Context: an optimization exercise on an open-source flow, tuned for a short achievable clock period and few clock cycles. The choices shown serve that exercise and are no tape-out recipe.
In this exercise RTL edits were held to simulation tests only and were not proved equivalent to the original.
The flow treats the clock pin as an ideal source, which a real chip does not have.

==> run a <==
## soc_fabric
module soc_fabric (
   input  logic                   wb_clk_i,
   input  logic                   rst_n_i,
   input  logic                   cpu_cyc_i,
   input  logic                   cpu_stb_i,
   input  logic                   cpu_we_i,
   input  logic [32-1:0] cpu_adr_i,
   input  logic [4-1:0]  cpu_sel_i,
   input  logic [32-1:0] cpu_dat_i,
   output logic                   cpu_ack_o,
   output logic                   cpu_err_o,
   output logic [32-1:0] cpu_dat_o,
   input  logic                   dbg_cyc_i,
   input  logic                   dbg_stb_i,
   input  logic                   dbg_we_i,
   input  logic [32-1:0] dbg_adr_i,
   input  logic [4-1:0]  dbg_sel_i,
   input  logic [32-1:0] dbg_dat_i,
   output logic                   dbg_ack_o,
   output logic                   dbg_err_o,
   output logic [32-1:0] dbg_dat_o,
   input  logic [32-1:0]     gpio_in_i,
   output logic [32-1:0]     gpio_out_o,
   output logic [32-1:0]     gpio_oe_o
);
   soc_pkg::wb_req_t cpu_req;
   soc_pkg::wb_rsp_t cpu_rsp;
   soc_pkg::wb_req_t dbg_req;
   soc_pkg::wb_rsp_t dbg_rsp;
   assign cpu_req = {cpu_cyc_i, cpu_stb_i, cpu_we_i, cpu_adr_i, cpu_sel_i, cpu_dat_i};
   assign dbg_req = {dbg_cyc_i, dbg_stb_i, dbg_we_i, dbg_adr_i, dbg_sel_i, dbg_dat_i};
   assign {cpu_ack_o, cpu_err_o, cpu_dat_o} = cpu_rsp;
   assign {dbg_ack_o, dbg_err_o, dbg_dat_o} = dbg_rsp;
   soc_fabric_top u_top (
      .wb_clk_i   (wb_clk_i),
      .rst_n_i    (rst_n_i),
      .cpu_req_i  (cpu_req),
      .cpu_rsp_o  (cpu_rsp),
      .dbg_req_i  (dbg_req),
      .dbg_rsp_o  (dbg_rsp),
      .gpio_in_i  (gpio_in_i),
      .gpio_out_o (gpio_out_o),
      .gpio_oe_o  (gpio_oe_o)
   );
endmodule
clock: 6.0 ns
lec_check: 0
cap_margin: 50
core_margin: 2
core_utilization: 50
place_density: 0.65
setup_slack_margin: 2.5
slew_margin: 80
synth_hierarchical: 1
synth_memory_max_bits: 16384
synth_minimum_keep_size: 0
tns_end_percent: 10
standard.sh (not shown) runs the stock make flow with config.mk's settings and CLKGATE_MAP_FILE= SYNTH_SCRIPT=/design/flow/synth_recipe.tcl, a recipe that flattens the netlist after the stock synthesis.
==> flow/flow/run.sh <==
#!/bin/bash
set -euo pipefail
here=$(pwd)

# Standard synthesis, unchanged
bash standard.sh synth > synth.log 2>&1

# The rest of the standard flow with the extra settings
extra="MATCH_CELL_FOOTPRINT=0 \"BUFFER_PORTS_ARGS=-buffer_cell sky130_fd_sc_hd__buf_8\""
extra="$extra POST_FLOORPLAN_TCL=$here/flow/upsize.tcl MAX_REPAIR_ANTENNAS_ITER_DRT=20"
sed "s|\"\\\${@:-finish}\"|$extra \"\${@:-finish}\"|" standard.sh > layout.sh
grep -q POST_FLOORPLAN_TCL layout.sh
for step in floorplan place cts route finish; do
   bash layout.sh "$step" > "layout_$step.log" 2>&1
done
test -s out/final.def
==> flow/flow/upsize.tcl <==
# Upsize the 4-input gates of the wide AND-OR read trees (levels 2 to 4,
# which drive the longer wires) before placement.
set n 0
foreach inst [get_cells *] {
  set r [get_property $inst ref_name]
  switch -- $r {
    sky130_fd_sc_hd__nand4_1 - sky130_fd_sc_hd__nand4_2 { replace_cell $inst sky130_fd_sc_hd__nand4_4; incr n }
    sky130_fd_sc_hd__nor4_1 - sky130_fd_sc_hd__nor4_2 { replace_cell $inst sky130_fd_sc_hd__nor4_4; incr n }
  }
}
puts "upsize.tcl: replaced $n cells"
==> run b (differences from run a) <==
--- a/flow/design.v
+++ b/flow/design.v
@@ -23,23 +23,14 @@
       SEL_GPIO = 2'd1,
       SEL_NONE = 2'd2
    } slave_sel_e;
 endpackage
 `default_nettype wire
 `timescale 1ns/10ps
 `default_nettype none
-module sram_and2 #(
-   parameter int unsigned W = 1
-) (
-   input  logic [W-1:0] a,
-   input  logic [W-1:0] b,
-   output logic [W-1:0] y
-);
-   assign y = a & b;
-endmodule
 module sram_aoi22 #(
    parameter int unsigned W = 1
 ) (
    input  logic [W-1:0] a1,
    input  logic [W-1:0] a2,
    input  logic [W-1:0] b1,
    input  logic [W-1:0] b2,
@@ -105,117 +96,93 @@
    assign req_we  = {dbg_req_i.we,  cpu_req_i.we};
    assign req_adr = {dbg_req_i.adr, cpu_req_i.adr};
    assign req_sel = {dbg_req_i.sel, cpu_req_i.sel};
    assign req_dat = {dbg_req_i.dat, cpu_req_i.dat};
    logic [DEPTH-1:0][DW-1:0]          mem_q;
    logic [1:0]                        ack_q;
    logic [1:0]                        err_q;
-   logic [1:0]                        rsp_q;
    logic [1:0][DW-1:0]                rdata_q;
    logic [32-1:0]                in_meta_q;
    logic [32-1:0]                in_sync_q;
    logic [32-1:0]                out_q;
    logic [32-1:0]                oe_q;
    logic [1:0]                        first;
    logic [1:0]                        is_sram;
    logic [1:0]                        is_gpio;
    logic [1:0]                        ofs_in;
    logic [1:0]                        ofs_out;
    logic [1:0]                        ofs_oe;
    logic [1:0]                        ok;
-   logic [1:0]                        sram_wr;
    logic [1:0]                        wr_sram;
    logic [1:0]                        hold;
-   logic [1:0]                        wack;
    logic [1:0]                        wr_out;
    logic [1:0]                        wr_oe;
    logic [1:0][8-1:0]    word_idx;
    logic [1:0][DW-1:0]                rdata_d;
-   logic [1:0][4-1:0][DEPTH-1:0] rsel;
    logic [1:0][DEPTH/2-1:0][DW-1:0]   l1_n;
    logic [1:0][DEPTH/8-1:0][DW-1:0]   l2;
    logic [1:0][DEPTH/32-1:0][DW-1:0]  l3_n;
    logic [1:0][1:0][DW-1:0]           l4;
    assign hold[0] = 1'b0;
-   assign hold[1] = sram_wr[0] && sram_wr[1];
+   assign hold[1] = first[0] && req_we[0] && is_sram[0] && req_we[1] && is_sram[1];
    for (genvar p = 0; p < 2; p++) begin : g_port
-      assign first[p]    = req_cyc[p] && !rsp_q[p];
+      assign first[p]    = req_cyc[p] && !(ack_q[p] || err_q[p]);
       assign is_sram[p]  = req_adr[p][32-1 -: 4] == 4'hE;
       assign is_gpio[p]  = req_adr[p][32-1 -: 4] == 4'h4;
       assign ofs_in[p]   = req_adr[p][7:0] == 8'h00;
       assign ofs_out[p]  = req_adr[p][7:0] == 8'h04;
       assign ofs_oe[p]   = req_adr[p][7:0] == 8'h08;
       assign ok[p]       = is_sram[p] ||
                            (is_gpio[p] && (ofs_out[p] || ofs_oe[p] || (ofs_in[p] && !req_we[p])));
-      assign sram_wr[p]  = req_cyc[p] && req_we[p] && is_sram[p];
-      assign wr_sram[p]  = sram_wr[p] && !hold[p];
-      assign wack[p]     = wr_sram[p];
+      assign wr_sram[p]  = first[p] && req_we[p] && is_sram[p] && !hold[p];
       assign wr_out[p]   = first[p] && req_we[p] && is_gpio[p] && ofs_out[p];
       assign wr_oe[p]    = first[p] && req_we[p] && is_gpio[p] && ofs_oe[p];
       assign word_idx[p] = req_adr[p][8+1:2];
       logic [15:0]      pre_lo;
       logic [15:0]      pre_hi;
-      logic [DEPTH-1:0] pre_lo_w;
-      logic [DEPTH-1:0] pre_hi_w;
+      logic [DEPTH-1:0] rsel;
       logic [DW-1:0]    gpio_rd;
       for (genvar i = 0; i < 16; i++) begin : g_pre
          assign pre_lo[i] = word_idx[p][3:0] == i;
-         assign pre_hi[i] = word_idx[p][7:4] == i;
+         assign pre_hi[i] = is_sram[p] && word_idx[p][7:4] == i;
+      end
+      for (genvar w = 0; w < DEPTH; w++) begin : g_rsel
+         assign rsel[w] = pre_hi[w / 16] && pre_lo[w % 16];
       end
-      for (genvar w = 0; w < DEPTH; w++) begin : g_prew
-         assign pre_lo_w[w] = pre_lo[w % 16];
-         assign pre_hi_w[w] = pre_hi[w / 16];
-      end
-      for (genvar k = 0; k < 4; k++) begin : g_rsel
-         sram_and2 #(.W(DEPTH)) u_g (.a(pre_hi_w), .b(pre_lo_w), .y(rsel[p][k]));
-      end
-      assign gpio_rd = ({DW{ofs_in[p]}}  & in_sync_q)
-                     | ({DW{ofs_out[p]}} & out_q)
-                     | ({DW{ofs_oe[p]}}  & oe_q);
+      assign gpio_rd = ({DW{is_gpio[p] && ofs_in[p]}}  & in_sync_q)
+                     | ({DW{is_gpio[p] && ofs_out[p]}} & out_q)
+                     | ({DW{is_gpio[p] && ofs_oe[p]}}  & oe_q);
       for (genvar i = 0; i < DEPTH / 2; i++) begin : g_l1
-         sram_aoi22 #(.W(DW)) u_g (.a1({{8{rsel[p][3][2*i]}},   {8{rsel[p][2][2*i]}},
-                                         {8{rsel[p][1][2*i]}},   {8{rsel[p][0][2*i]}}}),
-                                   .a2(mem_q[2*i]),
-                                   .b1({{8{rsel[p][3][2*i+1]}}, {8{rsel[p][2][2*i+1]}},
-                                         {8{rsel[p][1][2*i+1]}}, {8{rsel[p][0][2*i+1]}}}),
-                                   .b2(mem_q[2*i+1]),
+         sram_aoi22 #(.W(DW)) u_g (.a1({DW{rsel[2*i]}}),   .a2(mem_q[2*i]),
+                                   .b1({DW{rsel[2*i+1]}}), .b2(mem_q[2*i+1]),
                                    .y (l1_n[p][i]));
       end
       for (genvar i = 0; i < DEPTH / 8; i++) begin : g_l2
          sram_nand4 #(.W(DW)) u_g (.a(l1_n[p][4*i]), .b(l1_n[p][4*i+1]), .c(l1_n[p][4*i+2]), .d(l1_n[p][4*i+3]),
                                    .y(l2[p][i]));
       end
       for (genvar i = 0; i < DEPTH / 32; i++) begin : g_l3
          sram_nor4 #(.W(DW)) u_g (.a(l2[p][4*i]), .b(l2[p][4*i+1]), .c(l2[p][4*i+2]), .d(l2[p][4*i+3]),
                                   .y(l3_n[p][i]));
       end
       for (genvar i = 0; i < 2; i++) begin : g_l4
          sram_nand4 #(.W(DW)) u_g (.a(l3_n[p][4*i]), .b(l3_n[p][4*i+1]), .c(l3_n[p][4*i+2]), .d(l3_n[p][4*i+3]),
                                    .y(l4[p][i]));
       end
-      logic                  byp_word;
-      logic [4-1:0] byp;
-      logic [DW-1:0]         byp_mask;
-      assign byp_word = wr_sram[1-p] && word_idx[p] == word_idx[1-p];
-      assign byp      = {4{byp_word}} & req_sel[1-p];
-      assign byp_mask = {{8{byp[3]}}, {8{byp[2]}}, {8{byp[1]}}, {8{byp[0]}}};
-      assign rdata_d[p] = is_gpio[p] ? gpio_rd
-                        : ((byp_mask & req_dat[1-p]) | (~byp_mask & (l4[p][0] | l4[p][1])));
+      assign rdata_d[p] = l4[p][0] | l4[p][1] | gpio_rd;
       always_ff @(posedge wb_clk_i) begin
          rdata_q[p] <= rdata_d[p];
       end
       always_ff @(posedge wb_clk_i or negedge rst_n_i) begin
          if (!rst_n_i) begin
             ack_q[p] <= 1'b0;
             err_q[p] <= 1'b0;
-            rsp_q[p] <= 1'b0;
          end else begin
-            ack_q[p] <= first[p] && ok[p] && !sram_wr[p];
+            ack_q[p] <= first[p] && ok[p] && !hold[p];
             err_q[p] <= first[p] && !ok[p];
-            rsp_q[p] <= first[p] && !sram_wr[p];
          end
       end
    end
    logic [1:0][4-1:0][15:0]  wlo;
    logic [1:0][15:0]                  whi;
    logic [DW-1:0]                     wr_dat;
    for (genvar p = 0; p < 2; p++) begin : g_wdec
@@ -267,16 +234,16 @@
                oe_q[8*b +: 8] <= req_dat[0][8*b +: 8];
             end else if (wr_oe[1] && req_sel[1][b]) begin
                oe_q[8*b +: 8] <= req_dat[1][8*b +: 8];
             end
          end
       end
    end
-   assign cpu_rsp_o  = {ack_q[0] || wack[0], err_q[0], rdata_q[0]};
-   assign dbg_rsp_o  = {ack_q[1] || wack[1], err_q[1], rdata_q[1]};
+   assign cpu_rsp_o  = {ack_q[0], err_q[0], rdata_q[0]};
+   assign dbg_rsp_o  = {ack_q[1], err_q[1], rdata_q[1]};
    assign gpio_out_o = out_q;
    assign gpio_oe_o  = oe_q;
 endmodule
 `default_nettype wire
 `timescale 1ns/10ps
 `default_nettype none
 module soc_fabric (
==> flow/run.sh (new file) <==
#!/bin/bash
# synth_recipe.tcl (not shown) runs the flow's synth.tcl, then flattens the netlist and writes it again
# the make line also repeats each setting of config.mk as NAME=value (left out here)
make -C /OpenROAD-flow-scripts/flow DESIGN_CONFIG=/design/flow/config.mk WORK_HOME=/design/flow/orfs CLKGATE_MAP_FILE= SYNTH_SCRIPT=/design/flow/synth_recipe.tcl finish
==> flow/config.mk (replaced) <==
export PLATFORM = sky130hd
export DESIGN_NAME = soc_fabric
export DESIGN_NICKNAME = soc_fabric
export VERILOG_FILES = /design/flow/design.v
export SDC_FILE = /design/flow/constraint.sdc
export NUM_CORES = 8
export LEC_CHECK = 0
export CAP_MARGIN = 20
export CORE_MARGIN = 2
export CORE_UTILIZATION = 50
export PLACE_DENSITY = 0.65
export SETUP_SLACK_MARGIN = 2.5
export SLEW_MARGIN = 20
export SYNTH_HIERARCHICAL = 1
export SYNTH_MEMORY_MAX_BITS = 16384
export SYNTH_MINIMUM_KEEP_SIZE = 0
export TNS_END_PERCENT = 10
removed: flow/flow/run.sh
removed: flow/flow/upsize.tcl
removed: flow/standard.sh
==> run c (differences from run a) <==
--- a/flow/design.v
+++ b/flow/design.v
@@ -32,14 +32,43 @@
 ) (
    input  logic [W-1:0] a,
    input  logic [W-1:0] b,
    output logic [W-1:0] y
 );
    assign y = a & b;
 endmodule
+module sram_o21ai #(
+   parameter int unsigned W = 1
+) (
+   input  logic [W-1:0] a1,
+   input  logic [W-1:0] a2,
+   input  logic [W-1:0] b1,
+   output logic [W-1:0] y
+);
+   assign y = ~((a1 | a2) & b1);
+endmodule
+module sram_o21bai #(
+   parameter int unsigned W = 1
+) (
+   input  logic [W-1:0] a1,
+   input  logic [W-1:0] a2,
+   input  logic [W-1:0] b1_n,
+   output logic [W-1:0] y
+);
+   assign y = ~((a1 | a2) & ~b1_n);
+endmodule
+module sram_nand2 #(
+   parameter int unsigned W = 1
+) (
+   input  logic [W-1:0] a,
+   input  logic [W-1:0] b,
+   output logic [W-1:0] y
+);
+   assign y = ~(a & b);
+endmodule
 module sram_aoi22 #(
    parameter int unsigned W = 1
 ) (
    input  logic [W-1:0] a1,
    input  logic [W-1:0] a2,
    input  logic [W-1:0] b1,
    input  logic [W-1:0] b2,
@@ -126,21 +155,24 @@
    logic [1:0]                        wr_sram;
    logic [1:0]                        hold;
    logic [1:0]                        wack;
    logic [1:0]                        wr_out;
    logic [1:0]                        wr_oe;
    logic [1:0][8-1:0]    word_idx;
    logic [1:0][DW-1:0]                rdata_d;
+   logic [1:0][DW-1:0]                other_d;
+   logic [1:0][DW-1:0]                other_q;
+   logic [1:0][DW-1:0]                dat_o;
    logic [1:0][4-1:0][DEPTH-1:0] rsel;
    logic [1:0][DEPTH/2-1:0][DW-1:0]   l1_n;
    logic [1:0][DEPTH/8-1:0][DW-1:0]   l2;
    logic [1:0][DEPTH/32-1:0][DW-1:0]  l3_n;
    logic [1:0][1:0][DW-1:0]           l4;
    assign hold[0] = 1'b0;
-   assign hold[1] = sram_wr[0] && sram_wr[1];
+   assign hold[1] = req_cyc[0] && req_we[0];
    for (genvar p = 0; p < 2; p++) begin : g_port
       assign first[p]    = req_cyc[p] && !rsp_q[p];
       assign is_sram[p]  = req_adr[p][32-1 -: 4] == 4'hE;
       assign is_gpio[p]  = req_adr[p][32-1 -: 4] == 4'h4;
       assign ofs_in[p]   = req_adr[p][7:0] == 8'h00;
       assign ofs_out[p]  = req_adr[p][7:0] == 8'h04;
       assign ofs_oe[p]   = req_adr[p][7:0] == 8'h08;
@@ -194,19 +226,27 @@
       end
       logic                  byp_word;
       logic [4-1:0] byp;
       logic [DW-1:0]         byp_mask;
       assign byp_word = wr_sram[1-p] && word_idx[p] == word_idx[1-p];
       assign byp      = {4{byp_word}} & req_sel[1-p];
       assign byp_mask = {{8{byp[3]}}, {8{byp[2]}}, {8{byp[1]}}, {8{byp[0]}}};
-      assign rdata_d[p] = is_gpio[p] ? gpio_rd
-                        : ((byp_mask & req_dat[1-p]) | (~byp_mask & (l4[p][0] | l4[p][1])));
+      logic [DW-1:0] keep;
+      logic [DW-1:0] other_n;
+      logic [DW-1:0] tree_n;
+      assign keep    = ~byp_mask & {DW{!is_gpio[p]}};
+      assign other_n = ~(is_gpio[p] ? gpio_rd : (byp_mask & req_dat[1-p]));
+      sram_o21ai #(.W(DW)) u_tree (.a1(l4[p][0]), .a2(l4[p][1]), .b1(keep), .y(tree_n));
+      assign rdata_d[p] = tree_n;
+      assign other_d[p] = other_n;
       always_ff @(posedge wb_clk_i) begin
          rdata_q[p] <= rdata_d[p];
+         other_q[p] <= other_d[p];
       end
+      sram_nand2 #(.W(DW)) u_rd (.a(rdata_q[p]), .b(other_q[p]), .y(dat_o[p]));
       always_ff @(posedge wb_clk_i or negedge rst_n_i) begin
          if (!rst_n_i) begin
             ack_q[p] <= 1'b0;
             err_q[p] <= 1'b0;
             rsp_q[p] <= 1'b0;
          end else begin
             ack_q[p] <= first[p] && ok[p] && !sram_wr[p];
@@ -222,15 +262,15 @@
       for (genvar i = 0; i < 16; i++) begin : g_i
          assign whi[p][i] = word_idx[p][7:4] == i;
          for (genvar b = 0; b < 4; b++) begin : g_b
             assign wlo[p][b][i] = wr_sram[p] && req_sel[p][b] && word_idx[p][3:0] == i;
          end
       end
    end
-   assign wr_dat = wr_sram[0] ? req_dat[0] : req_dat[1];
+   assign wr_dat = hold[1] ? req_dat[0] : req_dat[1];
    for (genvar w = 0; w < DEPTH; w++) begin : g_word
       logic [4-1:0] wen;
       sram_ao22 #(.W(4)) u_wen (
          .a1({4{whi[0][w / 16]}}),
          .a2({wlo[0][3][w % 16], wlo[0][2][w % 16], wlo[0][1][w % 16], wlo[0][0][w % 16]}),
          .b1({4{whi[1][w / 16]}}),
          .b2({wlo[1][3][w % 16], wlo[1][2][w % 16], wlo[1][1][w % 16], wlo[1][0][w % 16]}),
@@ -267,16 +307,26 @@
                oe_q[8*b +: 8] <= req_dat[0][8*b +: 8];
             end else if (wr_oe[1] && req_sel[1][b]) begin
                oe_q[8*b +: 8] <= req_dat[1][8*b +: 8];
             end
          end
       end
    end
-   assign cpu_rsp_o  = {ack_q[0] || wack[0], err_q[0], rdata_q[0]};
-   assign dbg_rsp_o  = {ack_q[1] || wack[1], err_q[1], rdata_q[1]};
+   logic [1:0] ack;
+   logic [1:0] page_n;
+   logic [1:0] wreq_n;
+   logic       hold_n;
+   assign page_n[0] = !is_sram[0];
+   assign page_n[1] = !is_sram[1];
+   sram_nand2 #(.W(1)) u_hold_n (.a(req_cyc[0]), .b(req_we[0]), .y(hold_n));
+   assign wreq_n[0] = !(req_cyc[0] && req_we[0]);
+   assign wreq_n[1] = !(req_cyc[1] && req_we[1] && hold_n);
+   sram_o21bai #(.W(2)) u_ack (.a1(page_n), .a2(wreq_n), .b1_n(ack_q), .y(ack));
+   assign cpu_rsp_o  = {ack[0], err_q[0], dat_o[0]};
+   assign dbg_rsp_o  = {ack[1], err_q[1], dat_o[1]};
    assign gpio_out_o = out_q;
    assign gpio_oe_o  = oe_q;
 endmodule
 `default_nettype wire
 `timescale 1ns/10ps
 `default_nettype none
 module soc_fabric (
==> flow/flow/run.sh (replaced) <==
#!/bin/bash
set -euo pipefail
here=$(pwd)
f=$here/flow

# Standard synthesis, unchanged
bash standard.sh synth > synth.log 2>&1

# The rest of the standard flow with the extra settings
extra="MATCH_CELL_FOOTPRINT=0 \"BUFFER_PORTS_ARGS=-buffer_cell sky130_fd_sc_hd__buf_8\""
extra="$extra POST_FLOORPLAN_TCL=$f/floorplan.tcl PRE_IO_PLACEMENT_TCL=$f/pins.tcl POST_CTS_TCL=$f/cts.tcl"
for s in GLOBAL_PLACE RESIZE DETAIL_PLACE CTS GLOBAL_ROUTE REPAIR_TIMING_POST_PLACE; do
   extra="$extra PRE_${s}_TCL=$f/dontuse.tcl"
done
extra="$extra MAX_REPAIR_ANTENNAS_ITER_DRT=20"
sed "s|\"\\\${@:-finish}\"|$extra \"\${@:-finish}\"|" standard.sh > layout.sh
grep -q POST_CTS_TCL layout.sh
for step in floorplan place cts route finish; do
   bash layout.sh "$step" > "layout_$step.log" 2>&1
done
test -s out/final.def
==> flow/flow/cts.tcl (new file) <==
# After CTS and its timing repair: replace the small repeaters that the
# design repair left on long wires by stronger buffers, then legalize.
set n 0
foreach i [get_cells wire*] {
  set r [get_property $i ref_name]
  if {[lsearch {sky130_fd_sc_hd__dlymetal6s2s_1 sky130_fd_sc_hd__clkbuf_2 sky130_fd_sc_hd__buf_2 sky130_fd_sc_hd__clkbuf_1 sky130_fd_sc_hd__buf_1 sky130_fd_sc_hd__buf_4 sky130_fd_sc_hd__clkbuf_4} $r] >= 0} {
    replace_cell $i sky130_fd_sc_hd__buf_6; incr n
  }
}
puts "cts.tcl: resized $n wire buffers"
detailed_placement
check_placement -verbose
==> flow/flow/dontuse.tcl (new file) <==
# Keep the optimizer from using delay cells and the weakest buffers as
# buffers (hold fixing keeps its dlygate cells)
set_dont_use [get_lib_cells {sky130_fd_sc_hd__dlymetal6s* sky130_fd_sc_hd__clkdlybuf4s* sky130_fd_sc_hd__clkbuf_1 sky130_fd_sc_hd__clkbuf_2 sky130_fd_sc_hd__buf_1 sky130_fd_sc_hd__buf_2}]
==> flow/flow/floorplan.tcl (new file) <==
# After floorplan: upsize the 4-input gates of the wide AND-OR read trees
# (levels 2 to 4, which drive the longer wires) before placement.
source [file join [file dirname [info script]] dontuse.tcl]
set n 0
foreach inst [get_cells *] {
  set r [get_property $inst ref_name]
  switch -- $r {
    sky130_fd_sc_hd__nand4_1 - sky130_fd_sc_hd__nand4_2 { replace_cell $inst sky130_fd_sc_hd__nand4_4; incr n }
    sky130_fd_sc_hd__nor4_1 - sky130_fd_sc_hd__nor4_2 { replace_cell $inst sky130_fd_sc_hd__nor4_4; incr n }
  }
}
puts "floorplan.tcl: upsized $n tree gates"
==> flow/flow/pins.tcl (new file) <==
# Before pin placement: keep each port's request control pins and its ack and
# err pins together, since ack follows from them within the cycle.
set grp {}
foreach p {cpu dbg} {
  foreach n {cyc_i stb_i we_i adr_i[31] adr_i[30] adr_i[29] adr_i[28] ack_o err_o} {
    lappend grp ${p}_$n
  }
}
set_io_pin_constraint -group -order -pin_names $grp
removed: flow/flow/upsize.tcl
==> flow_summary.toml <==
[run_status]
outcome = "no timing/DRC/antenna violations"

[floorplanning]
die_h_um = 899.3

[pwr]
p_int_mw = 99.95

[setup_path]
worstSetupPathDepth = 17
crit_family = "simple AND/OR/NAND/NOR gates"

[synthesis]
yosysSeqAreaShare_pct = 62.53

[layout]
buffers = 3360

[timing]
worstMarginPinSlew_ns = 0.3956
[end of results for run a]
==> flow_summary.toml <==
[synthesis]
yosysSeqAreaShare_pct = 62.56

[run_status]
outcome = "no timing/DRC/antenna violations"

[setup_path]
crit_family = "buffers and inverters"

[layout]
buffers = 3055

[floorplanning]
die_h_um = 901.4

[timing]
worstMarginPinSlew_ns = 0.4718

[pwr]
p_int_mw = 102.0
[end of results for run c]
==> flow_summary.toml <==
[layout]
buffers = 4528

[synthesis]
yosysSeqAreaShare_pct = 64.33

[routing]
drtAntennaViolNets = 9

[run_status]
outcome = "finished with violations"
violations = "antenna rules"

[setup_path]
crit_family = "buffers and inverters"

[pwr]
p_int_mw = 95.44

[floorplanning]
die_h_um = 886.6

[timing]
worstMarginPinSlew_ns = 1.400
[end of results for run b]
Testbench counts of run a, summed over its fixed seeds: cycles 8,326.
Testbench counts of run b, summed over its fixed seeds: cycles 9,600.
Testbench counts of run c, summed over its fixed seeds: cycles 8,366.

afterwards: timing with drivers on the ports:
The results above use ideal ports. As a check the final layouts listed here were re-extracted and re-timed, cells and wires unchanged. Step 1, drivers: a clkbuf_16 drives wb_clk_i and a buf_2 each remaining input, both assumed. Step 2 moves the port delays by t, midway between the first and last clock arrival at a register: inputs arrive t later, outputs are due t later. That takes back most of the time a late clock gives input paths. Slacks: no drivers / after step 1 / after step 2; pairs: no drivers / after step 1.
run | t (ns) | setup slack, ns | hold WS [ns] | slew at the worst register clock pin (ns) | pins driven straight from the clock port
run a | 1.385 | 2.160 / 1.956 / 0.571 | 0.053 / -0.059 / 0.346 | 0.07 / 0.07 | 1
run b | 1.450 | 1.852 / 1.852 / 0.427 | 0.342 / 0.194 / 0.342 | 0.07 / 0.07 | 1
run c | 1.421 | 2.265 / 1.966 / 0.545 | 0.033 / -0.083 / 0.331 | 0.07 / 0.07 | 1
The setup slack of run c, which loses most, moves by -0.299 ns with the drivers and by -1.720 ns with both steps.
